From an optimization exercise on the open Yosys and OpenROAD flow, aimed at small area; shortcuts taken in it are not production practice. At most, simulation tests tie the RTL to the original design; equivalence was not proved. Power and IR drop assume default switching activity.

## middle
==> flow/design.v (excerpt) <==
module fft_peak_detect #(
    parameter int width   = 16,
    parameter int N_2     = 5,
    parameter int SKIP_DC = 1
) (
    input  logic                 clk,
    input  logic                 reset,
    input  logic                 in_valid,
    input  logic [2*width-1:0]   in_data,
    input  logic [2*width-1:0]   threshold,
    output logic                 busy,
    output logic                 result_valid,
    input  logic                 result_ack,
    output logic [N_2-1:0]       peak_idx,
    output logic [2*width-1:0]   peak_mag,
    output logic                 peak_found
);
For scale: about 970 cells after synthesis, roughly 75 flip-flops, roughly 9600 µm² of cells after synthesis.
==> flow/config.mk <==
export PLATFORM = sky130hd
export DESIGN_NAME = fft_peak_detect
export DESIGN_NICKNAME = fft_peak_detect
export VERILOG_FILES = /design/flow/design.v
export SDC_FILE = /design/flow/constraint.sdc
export NUM_CORES = 4
export LEC_CHECK = 0
export CAP_MARGIN = 0
export CORE_MARGIN = 2
export CORE_UTILIZATION = 75
export GPL_TIMING_DRIVEN = 0
export PLACE_DENSITY = 0.8
export SLEW_MARGIN = 0
export SYNTH_HIERARCHICAL = 1
==> flow/constraint.sdc <==
create_clock -name core_clock -period 8.0 [get_ports {clk}]
set_input_delay 1.6000 -clock core_clock [delete_from_list [all_inputs] [get_ports {clk}]]
set_output_delay 1.6000 -clock core_clock [all_outputs]
set_load 0.01 [all_outputs]
standard.sh (not shown) runs the stock make flow with config.mk's settings and CLKGATE_MAP_FILE= SYNTH_SCRIPT=/design/flow/synth_recipe.tcl, a recipe that flattens the netlist after the stock synthesis.
==> flow/flow/run.sh <==
#!/bin/bash
set -e
export REMOVE_ABC_BUFFERS=1
export BUFFER_PORTS_ARGS="-buffer_cell sky130_fd_sc_hd__buf_1"
export CTS_ARGS="-sink_clustering_enable -repair_clock_nets -dont_use_dummy_load -root_buf sky130_fd_sc_hd__clkbuf_4 -buf_list sky130_fd_sc_hd__clkbuf_8 -sink_clustering_size 20"
bash standard.sh > standard.log 2>&1
> inputs changed (middle -> east)
--- a/flow/design.v
+++ b/flow/design.v
@@ -13,24 +13,23 @@
     input  logic                 result_ack,
     output logic [N_2-1:0]       peak_idx,
     output logic [2*width-1:0]   peak_mag,
     output logic                 peak_found
 );
     localparam int PW = 2 * width;
     logic [5:0]            r_pos;
     logic                  w_hold;
     logic [width-1:0]      w_re;
     logic [width-1:0]      w_im;
     logic [PW-1:0]         w_mag;
-    logic [PW-1:0]         r_magn;      
-    logic [PW-1:0]         w_cand;      
+    logic [PW-1:0]         r_mag;       
     logic                  r_vld;       
     logic [3:0]            w_idx;       
     logic                  w_first;
     logic [PW:0]           w_gt;        
     logic                  w_upd;
     logic [PW-1:0]         r_max_mag;
     logic [3:0]            r_max_idx;
     logic                  w_sel;       
     assign w_hold = r_pos[5] & r_pos[1];
     always_ff @(posedge clk) begin
         if (!reset) begin
@@ -780,36 +779,35 @@
     assign m875 = t771 ^ g835;
     assign m876 = t773 ^ g853;
     assign m877 = t775 ^ g825;
     assign m878 = t777 ^ g855;
     assign m879 = t779 ^ g837;
     assign m880 = t781 ^ g857;
     assign m881 = t783 ^ g829;
     assign m882 = t785 ^ g859;
     assign w_mag = {m882, m881, m880, m879, m878, m877, m876, m875, m874, m873, m872, m871, m870, m869, m868, m867, m866, m865, m864, m863, m862, m861, ~s741, ~s739, ~s737, ~s735, ~s733, ~s731, ~s729, ~s727, ~c726, ~s725};
     assign w_sel = in_valid && (r_pos[5:4] == 2'd0) && (r_pos[3:0] != 4'd0);
     always_ff @(posedge clk) begin
-        r_magn <= ~(w_sel ? w_mag : threshold);
+        r_mag <= w_sel ? w_mag : threshold;
         r_vld <= reset && w_sel;
     end
     assign w_idx   = r_pos[3:0] - 4'd1;
     assign w_first = (r_pos[3:0] == 4'd2);
-    assign w_cand  = ~r_magn;
     assign w_gt[0] = !r_vld;
     for (genvar i = 0; i < PW; i++) begin : g_cmp
-        assign w_gt[i+1] = (w_cand[i] & ~r_max_mag[i]) | ((w_cand[i] | ~r_max_mag[i]) & w_gt[i]);
+        assign w_gt[i+1] = (r_mag[i] & ~r_max_mag[i]) | ((r_mag[i] | ~r_max_mag[i]) & w_gt[i]);
     end
     assign w_upd = r_vld && (w_first || w_gt[PW]);
     always_ff @(posedge clk) begin
         if (w_upd) begin
-            r_max_mag <= w_cand;
+            r_max_mag <= r_mag;
             r_max_idx <= w_idx;
         end
     end
     assign peak_mag   = r_max_mag;
     assign peak_idx   = {1'b0, r_max_idx};
     assign peak_found = !w_gt[PW];
 endmodule
 module fpd_fa (
     input  logic a,
     input  logic b,
     input  logic c,
--- outcome ---
Diff middle -> east: power density over cell area moved down; clock skew moved up; met1 layer usage reported by global route moved up.
Relative slew slack for east: 1.2 points down relative to middle
middle went all the way through the flow, and no timing, DRC or antenna check failed.
east finished every stage and its layout cleared the timing, design-rule and antenna checks.
Going from middle to east, combinational share of power shrinks by 0.4 points.
Non-clock buffer count ends up lower on east.
Number of instances in the synthesized netlist on east is down relative to middle.
Min mux contribution to synthesized area across middle and east: middle
Only the layout flow was run in middle; the RTL was not checked for function there.

========
== old ==
fft_peak_detect with an RTL version that a note above also has.
Size in the first run: roughly 950 cells after synthesis, ~75 flip-flops, ~110 I/O pins, ~0.0097 mm2 of cells after synthesis.
export LEC_CHECK = 0
export CAP_MARGIN = 0
export CORE_MARGIN = 2
export CORE_UTILIZATION = 75
export GPL_TIMING_DRIVEN = 0
export PLACE_DENSITY = 0.8
export SLEW_MARGIN = 0
export SYNTH_HIERARCHICAL = 1
create_clock -name core_clock -period 8.0 [get_ports {clk}]
==> flow/flow/run.sh <==
#!/bin/bash
set -e
export REMOVE_ABC_BUFFERS=1
export BUFFER_PORTS_ARGS="-buffer_cell sky130_fd_sc_hd__buf_1"
export CTS_ARGS="-sink_clustering_enable -repair_clock_nets -dont_use_dummy_load -buf_list sky130_fd_sc_hd__clkbuf_8 -sink_clustering_size 20"
bash standard.sh > standard.log 2>&1
Input changes introduced in new (baseline for comparison: old):
--- a/flow/design.v
+++ b/flow/design.v
@@ -22,22 +22,23 @@
     logic [width-1:0]      w_im;
     logic [PW-1:0]         w_mag;
     logic [PW-1:0]         r_mag;       
     logic                  r_vld;       
     logic [3:0]            w_idx;       
     logic                  w_first;
     logic [PW:0]           w_gt;        
     logic                  w_upd;
     logic [PW-1:0]         r_max_mag;
     logic [3:0]            r_max_idx;
     logic                  w_sel;       
+    logic                  r_found;
     assign w_hold = r_pos[5] & r_pos[1];
     always_ff @(posedge clk) begin
         if (!reset) begin
             r_pos <= '0;
         end else if (!r_pos[5]) begin
             r_pos <= r_pos + {5'd0, in_valid};
         end else if (!r_pos[1]) begin
             r_pos <= r_pos + 6'd1;
         end else if (result_ack) begin
             r_pos <= '0;
         end
@@ -794,26 +795,27 @@
     assign w_first = (r_pos[3:0] == 4'd2);
     assign w_gt[0] = !r_vld;
     for (genvar i = 0; i < PW; i++) begin : g_cmp
         assign w_gt[i+1] = (r_mag[i] & ~r_max_mag[i]) | ((r_mag[i] | ~r_max_mag[i]) & w_gt[i]);
     end
     assign w_upd = r_vld && (w_first || w_gt[PW]);
     always_ff @(posedge clk) begin
         if (w_upd) begin
             r_max_mag <= r_mag;
             r_max_idx <= w_idx;
         end
+        r_found <= !w_gt[PW];
     end
     assign peak_mag   = r_max_mag;
     assign peak_idx   = {1'b0, r_max_idx};
-    assign peak_found = !w_gt[PW];
+    assign peak_found = r_found;
 endmodule
 module fpd_fa (
     input  logic a,
     input  logic b,
     input  logic c,
     output logic s,
     output logic co
 );
     assign s  = a ^ b ^ c;
     assign co = (a & b) | (a & c) | (b & c);
 endmodule
==> comparison <==
Met2 track demand over resource in global routing, old and new: higher on new. On new: share of cell area taken by flip-flops and latches is 0.19 points higher than what old gave. Cmp old and new / post-synthesis register bit count / higher: new. Comparing old and new, fraction of cell area in non-clock buffers is higher on old. [new] setup slack fell 88 ps relative to old. Post-placement setup slack ends up lower on old. Between old and new, global routing usage on met1 is higher for new, old comes in under that.

========
Another version of the RTL of fft_peak_detect (not shown whole).
Size: roughly 110 I/O pins.
export LEC_CHECK = 0
export CAP_MARGIN = 0
export CORE_MARGIN = 2
export CORE_UTILIZATION = 60
export GPL_TIMING_DRIVEN = 0
export SLEW_MARGIN = 0
export SYNTH_HIERARCHICAL = 1
create_clock -name core_clock -period 8.0 [get_ports {clk}]
==> flow/flow/run.sh <==
#!/bin/bash
set -e
export BUFFER_PORTS_ARGS="-buffer_cell sky130_fd_sc_hd__buf_1"
export CTS_ARGS="-sink_clustering_enable -repair_clock_nets -dont_use_dummy_load -buf_list sky130_fd_sc_hd__clkbuf_8 -sink_clustering_size 20"
bash standard.sh > standard.log 2>&1
The starting point passed the timing, design-rule and antenna checks.
Change:
--- a/flow/design.v
+++ b/flow/design.v
@@ -24,17 +24,17 @@
     logic [PW-1:0]         r_mag;       
     logic                  r_vld;       
     logic [3:0]            w_idx;       
     logic                  w_first;
     logic [PW:0]           w_gt;        
     logic                  w_upd;
     logic [PW-1:0]         r_max_mag;
     logic [3:0]            r_max_idx;
-    logic [PW:0]           w_fnd;       
+    logic                  w_sel;       
     logic                  r_found;
     assign w_hold = r_pos[5] & r_pos[1];
     always_ff @(posedge clk) begin
         if (!reset) begin
             r_pos <= '0;
         end else if (!r_pos[5]) begin
             r_pos <= r_pos + {5'd0, in_valid};
         end else if (!r_pos[1]) begin
@@ -819,36 +819,34 @@
     assign m906 = t773 ^ g877;
     assign m907 = t775 ^ g855;
     assign m908 = t777 ^ g879;
     assign m909 = t779 ^ g839;
     assign m910 = t781 ^ g881;
     assign m911 = t783 ^ g857;
     assign m912 = t785 ^ g883;
     assign w_mag = {m912, m911, m910, m909, m908, m907, m906, m905, m904, m903, m902, m901, m900, m899, m898, m897, m896, m895, m894, m893, m892, m891, m890, m889, m888, m887, m886, m885, ~s729, ~s727, ~c726, ~s725};
+    assign w_sel = in_valid && (r_pos[5:4] == 2'd0) && (r_pos[3:0] != 4'd0);
     always_ff @(posedge clk) begin
-        r_mag <= w_mag;
-        r_vld <= reset && in_valid && (r_pos[5:4] == 2'd0) && (r_pos[3:0] != 4'd0);
+        r_mag <= w_sel ? w_mag : threshold;
+        r_vld <= reset && w_sel;
     end
     assign w_idx   = r_pos[3:0] - 4'd1;
     assign w_first = (r_pos[3:0] == 4'd2);
-    assign w_gt[0]  = 1'b0;
-    assign w_fnd[0] = 1'b0;
+    assign w_gt[0] = !r_vld;
     for (genvar i = 0; i < PW; i++) begin : g_cmp
-        assign w_gt[i+1]  = (r_mag[i] & ~r_max_mag[i]) | ((r_mag[i] | ~r_max_mag[i]) & w_gt[i]);
-        assign w_fnd[i+1] = (r_max_mag[i] & ~threshold[i]) |
-                            ((r_max_mag[i] | ~threshold[i]) & w_fnd[i]);
+        assign w_gt[i+1] = (r_mag[i] & ~r_max_mag[i]) | ((r_mag[i] | ~r_max_mag[i]) & w_gt[i]);
     end
     assign w_upd = r_vld && (w_first || w_gt[PW]);
     always_ff @(posedge clk) begin
         if (w_upd) begin
             r_max_mag <= r_mag;
             r_max_idx <= w_idx;
         end
-        r_found <= w_fnd[PW];
+        r_found <= !w_gt[PW];
     end
     assign peak_mag   = r_max_mag;
     assign peak_idx   = {1'b0, r_max_idx};
     assign peak_found = r_found;
 endmodule
 module fpd_fa (
     input  logic a,
     input  logic b,
After rerunning: Clock power stays flat; count of clock-buffer cells in the layout stays the same; routed wire length increases by about 3.6%; die area goes down by 1.1%; total power climbs by about 3.7%; final cell count goes down by about 1%; utilization went up by 1.2 points; hold slack is better by 0.0049 ns; area after synthesis decreases by 1.1%; combinational power goes up by 7.7%; via count shrinks by 2.0%; cell area drops by 1.0%.
For the second run of this note, only the layout was checked, not whether the RTL still works.

-- what the ideal ports hide --
No port has a modelled driver above. Below, the same layouts with a new extraction and two added sets of constraints.
Step 1 assumes that a clkbuf_16 drives the clock port and a buf_2 every other input.
Step 2, shift: input delay + t, output delay - t, t = (earliest + latest rising clock arrival at the registers) / 2. This alone moves slack from input paths to output paths.
Three values: ideal ports, drivers, drivers and shift; two values: the first two.
| run | t (ns) | slack for setup (ns) | latest minus earliest clock arrival (ns) | worst register clock-pin slew, ns |
|---|---|---|---|---|
| middle | 0.415 | 0.329 / 0.318 / -0.098 | 0.022 / 0.023 | 0.11 / 0.11 |
| east | 0.432 | 0.273 / 0.275 / -0.157 | 0.031 / 0.031 | 0.11 / 0.11 |
| old | 0.370 | 0.507 / 0.516 / 0.146 | 0.019 / 0.018 | 0.07 / 0.07 |
| new | 0.360 | 0.419 / 0.425 / 0.065 | 0.017 / 0.017 | 0.07 / 0.07 |
| the first run of note 3 | 0.369 | 0.490 / 0.501 / 0.132 | 0.032 / 0.032 | 0.08 / 0.08 |
| the second run of note 3 | 0.369 | 0.780 / 0.788 / 0.419 | 0.018 / 0.018 | 0.08 / 0.08 |
Met with ideal ports but missed after step 2: setup timing in middle and east. The setup slack of east, which loses most, moves by +0.002 ns with the drivers and by -0.430 ns with both steps.
